Background: an optimization exercise with open tools, aiming at small area, a short achievable clock period and few clock cycles per item. Do not read the settings as production practice. Only simulation tests tie the RTL to the original design; equivalence was not proved.

==> flow/run.sh <==
#!/bin/bash
# synth_recipe.tcl (not shown) runs the flow's synth.tcl, then flattens the netlist and writes it again
# the make line also repeats each setting of config.mk as NAME=value (left out here)
make -C /OpenROAD-flow-scripts/flow DESIGN_CONFIG=/design/flow/config.mk WORK_HOME=/design/flow/orfs CLKGATE_MAP_FILE= SYNTH_SCRIPT=/design/flow/synth_recipe.tcl finish
==> flow/config.mk <==
export PLATFORM = sky130hd
export DESIGN_NAME = axis_csum_engine
export DESIGN_NICKNAME = axis_csum_engine
export VERILOG_FILES = /design/flow/design.v
export SDC_FILE = /design/flow/constraint.sdc
export NUM_CORES = 8
export LEC_CHECK = 0
export CAP_MARGIN = 20
export CORE_MARGIN = 2
export CORE_UTILIZATION = 40
export SLEW_MARGIN = 20
==> flow/constraint.sdc <==
create_clock -name core_clock -period 11.0 [get_ports {clk}]
set_input_delay 2.2000 -clock core_clock [delete_from_list [all_inputs] [get_ports {clk}]]
set_output_delay 2.2000 -clock core_clock [all_outputs]
set_load 0.01 [all_outputs]
==> flow/design.v <==
package axis_csum_pkg;
  localparam int unsigned CSUM_WIDTH = 16;
  typedef enum logic {
    CSUM_MODE_GEN = 1'b0,
    CSUM_MODE_VER = 1'b1
  } csum_mode_e;
  function automatic logic [15:0] byte_swap16(input logic [15:0] w);
    byte_swap16 = {w[7:0], w[15:8]};
  endfunction
  function automatic logic [15:0] ones_fold(input logic [31:0] s);
    logic [31:0] t;
    t = {16'h0, s[15:0]} + {16'h0, s[31:16]};
    t = {16'h0, t[15:0]} + {16'h0, t[31:16]};
    ones_fold = t[15:0];
  endfunction
endpackage
module csum_adder_tree
#(
  parameter int unsigned NUM_WORDS = 10
) (
  input  logic [NUM_WORDS*axis_csum_pkg::CSUM_WIDTH-1:0] words,
  output logic [axis_csum_pkg::CSUM_WIDTH-1:0]           fold
);
  localparam int unsigned SUM_WIDTH = axis_csum_pkg::CSUM_WIDTH + $clog2(NUM_WORDS);
  logic [SUM_WIDTH-1:0] sum;
  always_comb begin
    sum = '0;
    for (int unsigned i = 0; i < NUM_WORDS; i++) begin
      sum = sum + SUM_WIDTH'(words[i*axis_csum_pkg::CSUM_WIDTH +: axis_csum_pkg::CSUM_WIDTH]);
    end
    fold = axis_csum_pkg::ones_fold(32'(sum));
  end
endmodule
module axis_csum_engine
#(
  parameter int unsigned DATA_WIDTH = 512,
  parameter int unsigned KEEP_WIDTH = DATA_WIDTH / 8,
  parameter int unsigned ID_WIDTH   = 8,
  parameter int unsigned DEST_WIDTH = 4,
  parameter int unsigned USER_WIDTH = 4,
  parameter int unsigned HDR_BYTES  = 20,
  parameter int unsigned ENABLE     = 1,
  parameter int unsigned OFF_WIDTH  = $clog2(KEEP_WIDTH)
) (
  input  logic                  clk,
  input  logic                  rst,
  input  logic                  csum_enable,
  input  logic                  csum_mode,
  input  logic [OFF_WIDTH-1:0]  csum_start,
  input  logic [OFF_WIDTH-1:0]  csum_offset,
  input  logic [DATA_WIDTH-1:0] s_axis_tdata,
  input  logic [KEEP_WIDTH-1:0] s_axis_tkeep,
  input  logic                  s_axis_tvalid,
  output logic                  s_axis_tready,
  input  logic                  s_axis_tlast,
  input  logic [ID_WIDTH-1:0]   s_axis_tid,
  input  logic [DEST_WIDTH-1:0] s_axis_tdest,
  input  logic [USER_WIDTH-1:0] s_axis_tuser,
  output logic [DATA_WIDTH-1:0] m_axis_tdata,
  output logic [KEEP_WIDTH-1:0] m_axis_tkeep,
  output logic                  m_axis_tvalid,
  input  logic                  m_axis_tready,
  output logic                  m_axis_tlast,
  output logic [ID_WIDTH-1:0]   m_axis_tid,
  output logic [DEST_WIDTH-1:0] m_axis_tdest,
  output logic [USER_WIDTH-1:0] m_axis_tuser,
  output logic                  m_stat_valid,
  output logic                  m_stat_ok,
  output logic                  m_stat_err
);
  localparam int unsigned HDR_WORDS = HDR_BYTES / 2;
  if (ENABLE == 0) begin : g_bypass
    assign s_axis_tready = m_axis_tready;
    assign m_axis_tdata  = s_axis_tdata;
    assign m_axis_tkeep  = s_axis_tkeep;
    assign m_axis_tvalid = s_axis_tvalid;
    assign m_axis_tlast  = s_axis_tlast;
    assign m_axis_tid    = s_axis_tid;
    assign m_axis_tdest  = s_axis_tdest;
    assign m_axis_tuser  = s_axis_tuser;
    assign m_stat_valid  = 1'b0;
    assign m_stat_ok     = 1'b0;
    assign m_stat_err    = 1'b0;
  end else begin : g_pipe
    logic                            out_ready, s_fire, in_frame;
    logic                            in_err;
    logic [31:0]                     start_w, off_w, idx;
    logic [KEEP_WIDTH-1:0]           hdr_mask;
    logic [HDR_WORDS*axis_csum_pkg::CSUM_WIDTH-1:0] in_words;
    logic                            s1_valid, s1_hdr, s1_err, s1_last;
    axis_csum_pkg::csum_mode_e                      s1_mode;
    logic [OFF_WIDTH-1:0]            s1_off;
    logic [HDR_WORDS*axis_csum_pkg::CSUM_WIDTH-1:0] s1_words;
    logic [DATA_WIDTH-1:0]           s1_data;
    logic [KEEP_WIDTH-1:0]           s1_keep;
    logic [ID_WIDTH-1:0]             s1_id;
    logic [DEST_WIDTH-1:0]           s1_dest;
    logic [USER_WIDTH-1:0]           s1_user;
    logic [axis_csum_pkg::CSUM_WIDTH-1:0]           s1_fold, csum;
    logic [DATA_WIDTH-1:0]           out_data;
    logic                            out_ok, out_err;
    assign out_ready     = !m_axis_tvalid || m_axis_tready;
    assign s_axis_tready = !s1_valid || out_ready;
    assign s_fire        = s_axis_tvalid && s_axis_tready;
    always_comb begin
      start_w  = 32'(csum_start);
      off_w    = 32'(csum_offset);
      hdr_mask = KEEP_WIDTH'({HDR_BYTES{1'b1}}) << csum_start;
      in_err   = start_w[0] || off_w[0] ||
                 (start_w + HDR_BYTES > KEEP_WIDTH) ||
                 (off_w < start_w) || (off_w > start_w + HDR_BYTES - 2) ||
                 ((s_axis_tkeep & hdr_mask) != hdr_mask);
      idx      = '0;
      in_words = '0;
      for (int unsigned i = 0; i < HDR_WORDS; i++) begin
        idx = start_w + 2 * i;
        if (idx + 2 <= KEEP_WIDTH &&
            !(csum_mode == axis_csum_pkg::CSUM_MODE_GEN && idx == off_w)) begin
          in_words[i*axis_csum_pkg::CSUM_WIDTH +: axis_csum_pkg::CSUM_WIDTH] = axis_csum_pkg::byte_swap16(s_axis_tdata[8*idx +: 16]);
        end
      end
    end
    always_ff @(posedge clk) begin
      if (rst) begin
        in_frame <= 1'b0;
        s1_valid <= 1'b0;
      end else begin
        if (s_fire) in_frame <= !s_axis_tlast;
        if (s_axis_tready) s1_valid <= s_axis_tvalid;
      end
    end
    always_ff @(posedge clk) begin
      if (s_fire) begin
        s1_hdr   <= !in_frame && csum_enable;
        s1_mode  <= axis_csum_pkg::csum_mode_e'(csum_mode);
        s1_err   <= in_err;
        s1_off   <= csum_offset;
        s1_words <= in_words;
        s1_data  <= s_axis_tdata;
        s1_keep  <= s_axis_tkeep;
        s1_last  <= s_axis_tlast;
        s1_id    <= s_axis_tid;
        s1_dest  <= s_axis_tdest;
        s1_user  <= s_axis_tuser;
      end
    end
    csum_adder_tree #(
      .NUM_WORDS(HDR_WORDS)
    ) u_tree (
      .words(s1_words),
      .fold (s1_fold)
    );
    assign csum = ~s1_fold;
    always_comb begin
      out_data = s1_data;
      out_ok   = 1'b0;
      out_err  = 1'b0;
      if (s1_hdr) begin
        if (s1_err) begin
          out_err = 1'b1;
        end else if (s1_mode == axis_csum_pkg::CSUM_MODE_GEN) begin
          out_ok = 1'b1;
          out_data[8*32'(s1_off) +: 16] = axis_csum_pkg::byte_swap16(csum);
        end else begin
          out_ok = (s1_fold == 16'hFFFF);
        end
      end
    end
    always_ff @(posedge clk) begin
      if (rst) begin
        m_axis_tvalid <= 1'b0;
        m_axis_tdata  <= '0;
        m_axis_tkeep  <= '0;
        m_axis_tlast  <= 1'b0;
        m_axis_tid    <= '0;
        m_axis_tdest  <= '0;
        m_axis_tuser  <= '0;
        m_stat_valid  <= 1'b0;
        m_stat_ok     <= 1'b0;
        m_stat_err    <= 1'b0;
      end else if (out_ready) begin
        m_axis_tvalid <= s1_valid;
        if (s1_valid) begin
          m_axis_tdata <= out_data;
          m_axis_tkeep <= s1_keep;
          m_axis_tlast <= s1_last;
          m_axis_tid   <= s1_id;
          m_axis_tdest <= s1_dest;
          m_axis_tuser <= s1_user;
          m_stat_valid <= s1_hdr;
          m_stat_ok    <= out_ok;
          m_stat_err   <= out_err;
        end else begin
          m_stat_valid <= 1'b0;
          m_stat_ok    <= 1'b0;
          m_stat_err   <= 1'b0;
        end
      end
    end
  end
endmodule
==> results_dict.tcl <==
set metrics [dict create \
    dieWidth_um 453 \
    hold_violations 0 \
    setup_violations 0 \
    cts.path.max_buffers 3 \
    synth.distinct_cells 101 \
    drc 0 \
    final-instance-count-excl-fill 11961 \
    crit_type "reg -> reg" \
    viasPerCell 7.15 \
    detail_route.first_pass.iterations 7 \
    tritoncts "built" \
    total_met2_wirelength_after_detailed_routing_um 230000 \
    synth_seq_cells 1361 \
    first_global_vias 76287 \
    endpoint_kind "flip-flop" \
    topRoutingLayerUsed "met5" \
    floorplan.die.height_um 453 \
    run_status "complete, no violations" \
    post_synth_inst_count 7961 \
    layout.filler_cells 18226 \
    grt_overflow_total 0 \
    synth_largest_type_area_fraction 0.283 \
    final_period_minus_worst_setup_slack_ps 10680 \
    hp-class "reg -> reg" \
    drtIter0Drc 16103 \
    antenna_found_initial 177 \
    critical_path_peak_fanout 8 \
    floorplan.initialDensity 0.403 \
    worst_path_max_delay_cell "sky130_fd_sc_hd__fa_1" \
    post_route_cells_drive_above_1_share 0.131 \
    core-area_um2 200000 \
    syn-mean-instance-area_um2 10.1 \
    die_area_um2 206000 \
    floorplan.rows 164 \
    async_reset_ff_frac 0 \
    max_slew_margin 0.0637 \
    dp.final_hpwl_um 443000 \
    grt_start_max_net_pins 176 \
    required_ps 11780 \
    place.gp.congestion 1.09 \
    start_kind "flip-flop" \
    max_freq_ghz 0.0937 \
    antenna_left 0 \
    synth.most_common_cell "sky130_fd_sc_hd__nand2_1" \
    layout.nets 9810 \
    drv.max_cap_violation_count 0 \
    mappedNetlistNets 8773 \
    port-buffer-count 1208 \
    synth_enable_flop_cells 762 \
    ys.flop_type "sky130_fd_sc_hd__edfxtp_1" \
    area_taken_by_flip_flops_and_latches_um2 34900 \
    cts-root-buf "sky130_fd_sc_hd__clkbuf_16" \
    wl_per_cell_um 47.5 \
    cpPeakStageDelay_ps 500 \
    syn_area_um2 80800 \
    finish.utilization 0.516 \
    cts_sinks 1361 \
    yosysWarningCount 2 \
    cp.buffers_inverters 6 \
    share_of_synthesized_area_occupied_by_flip_flops_and_latches 0.432 \
    synth_top_cells_by_count "1,052 x sky130_fd_sc_hd__nand2_1, 762 x sky130_fd_sc_hd__edfxtp_1, 650 x sky130_fd_sc_hd__nor2_1" \
    wl_met3_um 89800 \
    worst_ep_arrival_time_ps 11450 \
    critical_path.most_common_cell "sky130_fd_sc_hd__a21o_1" \
    met1Wirelength_um 186000 \
    path_clk_slew_ps 60 \
    tritoncts.num_buffers 158 \
    timing.final.max_slew_violations 0 \
    dpl.cell_count 11484 \
    first_pass_grt_wire_length_um 726000 \
    worstMarginPinSlew_ps 1400 \
    worst_path_dominant_cell_family "compound AO/OA/AOI/OAI gates" \
    detailroute.via_count 85489 \
    synth_top_cell_by_area "sky130_fd_sc_hd__edfxtp_1" \
    flow.area_growth_from_synthesis_pct 28.0 \
    cts_max_level 4 \
    ioPinCount 1209 \
    postRouteWirelength_um 568000 \
    track_usage 0.533 \
    clk_latency_ps 860 \
    final.setup_skew_ps 83.8 \
    multi_input_comb_area_um2 43300 \
    synthTopCellsByArea "sky130_fd_sc_hd__edfxtp_1 28%, sky130_fd_sc_hd__dfxtp_1 15%, sky130_fd_sc_hd__mux4_2 11%" \
    share_of_the_cycle_needed_by_the_critical_path_after_routing 0.971 \
]
==> worst reg2reg max path: cells and delay by family, from the launching register on <==
kind                     cells  cell delay [ps]
AO/OA/AOI/OAI               19             3800
AND/OR/NAND/NOR             12             2010
flip-flops                   1              410
XOR/XNOR                     2              330
buffers and inverters        6              840
adder cells (fa/ha/maj)     10             3230
==> per-stage QoR <==
stage / setup slack, ps / setup TNS, ps / hold slack (ps) / area, um^2
2_1_floorplan: 589 / 0 / 430 / 80800
3_3_place_gp: -21.2 / -58.5 / 433 / 97100
3_5_place_dp: -135 / -1570 / 441 / 97100
4_1_cts: 8.55 / 0 / 447 / 103000
5_1_grt: -65.1 / -2510 / 462 / 103000
6_report: 324 / 0 / 450 / 103000
==> layout make-up <==
| type | count | area share |
|---|---|---|
| Antenna cell | 170 | 0.00411 |
| Clock buffer | 217 | 0.0426 |
| Clock inverter | 80 | 0.0110 |
| Inverter | 173 | 0.00654 |
| Multi-Input combinational cell | 5749 | 0.418 |
| Sequential cell | 1361 | 0.337 |
| Tap cell | 2656 | 0.0321 |
| Timing Repair Buffer | 1555 | 0.148 |
==> cells in the final DEF (no fill, tap or decap), types with 112 or more instances in the layout <==
cell,count
sky130_fd_sc_hd__a211oi_1,271
sky130_fd_sc_hd__a21oi_1,506
sky130_fd_sc_hd__a221oi_1,166
sky130_fd_sc_hd__and3_1,112
sky130_fd_sc_hd__buf_4,298
sky130_fd_sc_hd__clkbuf_16,160
sky130_fd_sc_hd__clkdlybuf4s50_1,1200
sky130_fd_sc_hd__dfxtp_1,599
sky130_fd_sc_hd__diode_2,170
sky130_fd_sc_hd__edfxtp_1,762
sky130_fd_sc_hd__fa_1,112
sky130_fd_sc_hd__inv_1,167
sky130_fd_sc_hd__mux2i_1,369
sky130_fd_sc_hd__mux4_2,398
sky130_fd_sc_hd__nand2_1,1044
sky130_fd_sc_hd__nand3_1,150
sky130_fd_sc_hd__nor2_1,635
sky130_fd_sc_hd__nor3_1,212
sky130_fd_sc_hd__o21ai_0,501
==> routing by layer <==
layer / vias up / global-route usage
met5: - / 0.00933
met4: 54 / 0.466
met3: 1981 / 0.254
met2: 8513 / 0.740
met1: 42316 / 0.608
li1: 32625 / -
==> kinds of logic after synthesis <==
kind of cell | share of synthesized area
AOI/OAI and AO/OA | 0.186
DFF | 0.432
adders and majority gates | 0.0420
xor gates and xnor gates | 0.00946
and+or+nand+nor | 0.127
buffers and inverters | 0.0406
muxes | 0.163
==> state kept, by name (all words and copies together), names as in the netlist <==
register         flops
g_pipe.s1_id         8
m_axis_tid           8
g_pipe.s1_dest       4
g_pipe.s1_keep      64
m_stat_ok            1
m_axis_tvalid        1
m_axis_tkeep        64
g_pipe.s1_err        1
m_stat_valid         1
g_pipe.in_frame      1
g_pipe.s1_user       4
m_axis_tlast         1
g_pipe.s1_mode       1
m_axis_tuser         4
g_pipe.s1_hdr        1
g_pipe.s1_words    160
g_pipe.s1_last       1
m_stat_err           1
m_axis_tdest         4
g_pipe.s1_data     512
g_pipe.s1_valid      1
m_axis_tdata       512
g_pipe.s1_off        6
==> final timing paths <==
check / from / endpoint / slack, ps / cells after the start
setup reg to reg: g_pipe.s1_words[1]$_SDFFCE_PN0P_ / m_axis_tdata[38]$_SDFFE_PP0P_ / 320 / 49
setup / recovery: g_pipe.s1_words[1]$_SDFFCE_PN0P_ / m_axis_tdata[38]$_SDFFE_PP0P_ / 320 / 49
hold / removal: g_pipe.s1_data[93]$_DFFE_PP_ / m_axis_tdata[93]$_SDFFE_PP0P_ / 450 / 2
hold reg to reg: g_pipe.s1_data[93]$_DFFE_PP_ / m_axis_tdata[93]$_SDFFE_PP0P_ / 450 / 2
==> timing repair <==
| action | 4_1_cts | 5_1_grt |
|---|---|---|
| hold endpoints to repair | 0 | 0 |
| setup endpoints to repair | 21 | 513 |
| hold buffers | 0 | 0 |
| pin swaps | 0 | 8 |
| gates resized for setup | 2 | 37 |
| buffers inserted | 0 | 5 |
Testbench counts, summed over its fixed seeds: cycles 16,016, beats 16,000.

-- afterwards: timing with drivers on the ports --
The flow's constraints put no driver on any port. The routed layout listed below was extracted and timed again, unchanged, in two steps.
Step 1 (the two cells are an assumption about what drives the block):
set clk [get_ports {clk}]
set_driving_cell -lib_cell sky130_fd_sc_hd__clkbuf_16 $clk
set_driving_cell -lib_cell sky130_fd_sc_hd__buf_2 [delete_from_list [all_inputs] $clk]
Step 2 times the ports against the registers' clock, not the clock port: input delays grow and output delays shrink by t, the midpoint of the rising clock arrivals with the driver on.
a / b / c = no drivers / after step 1 / after step 2; a / b = the first two.
t, ns: 0.921
setup WS [ns]: 0.324 / 0.324 / 0.324
latest minus earliest clock arrival (ns): 0.089 / 0.090
After both steps setup and hold are still met in this run. The setup slack of this run moves by 0.000 ns with the drivers and by 0.000 ns with both steps.
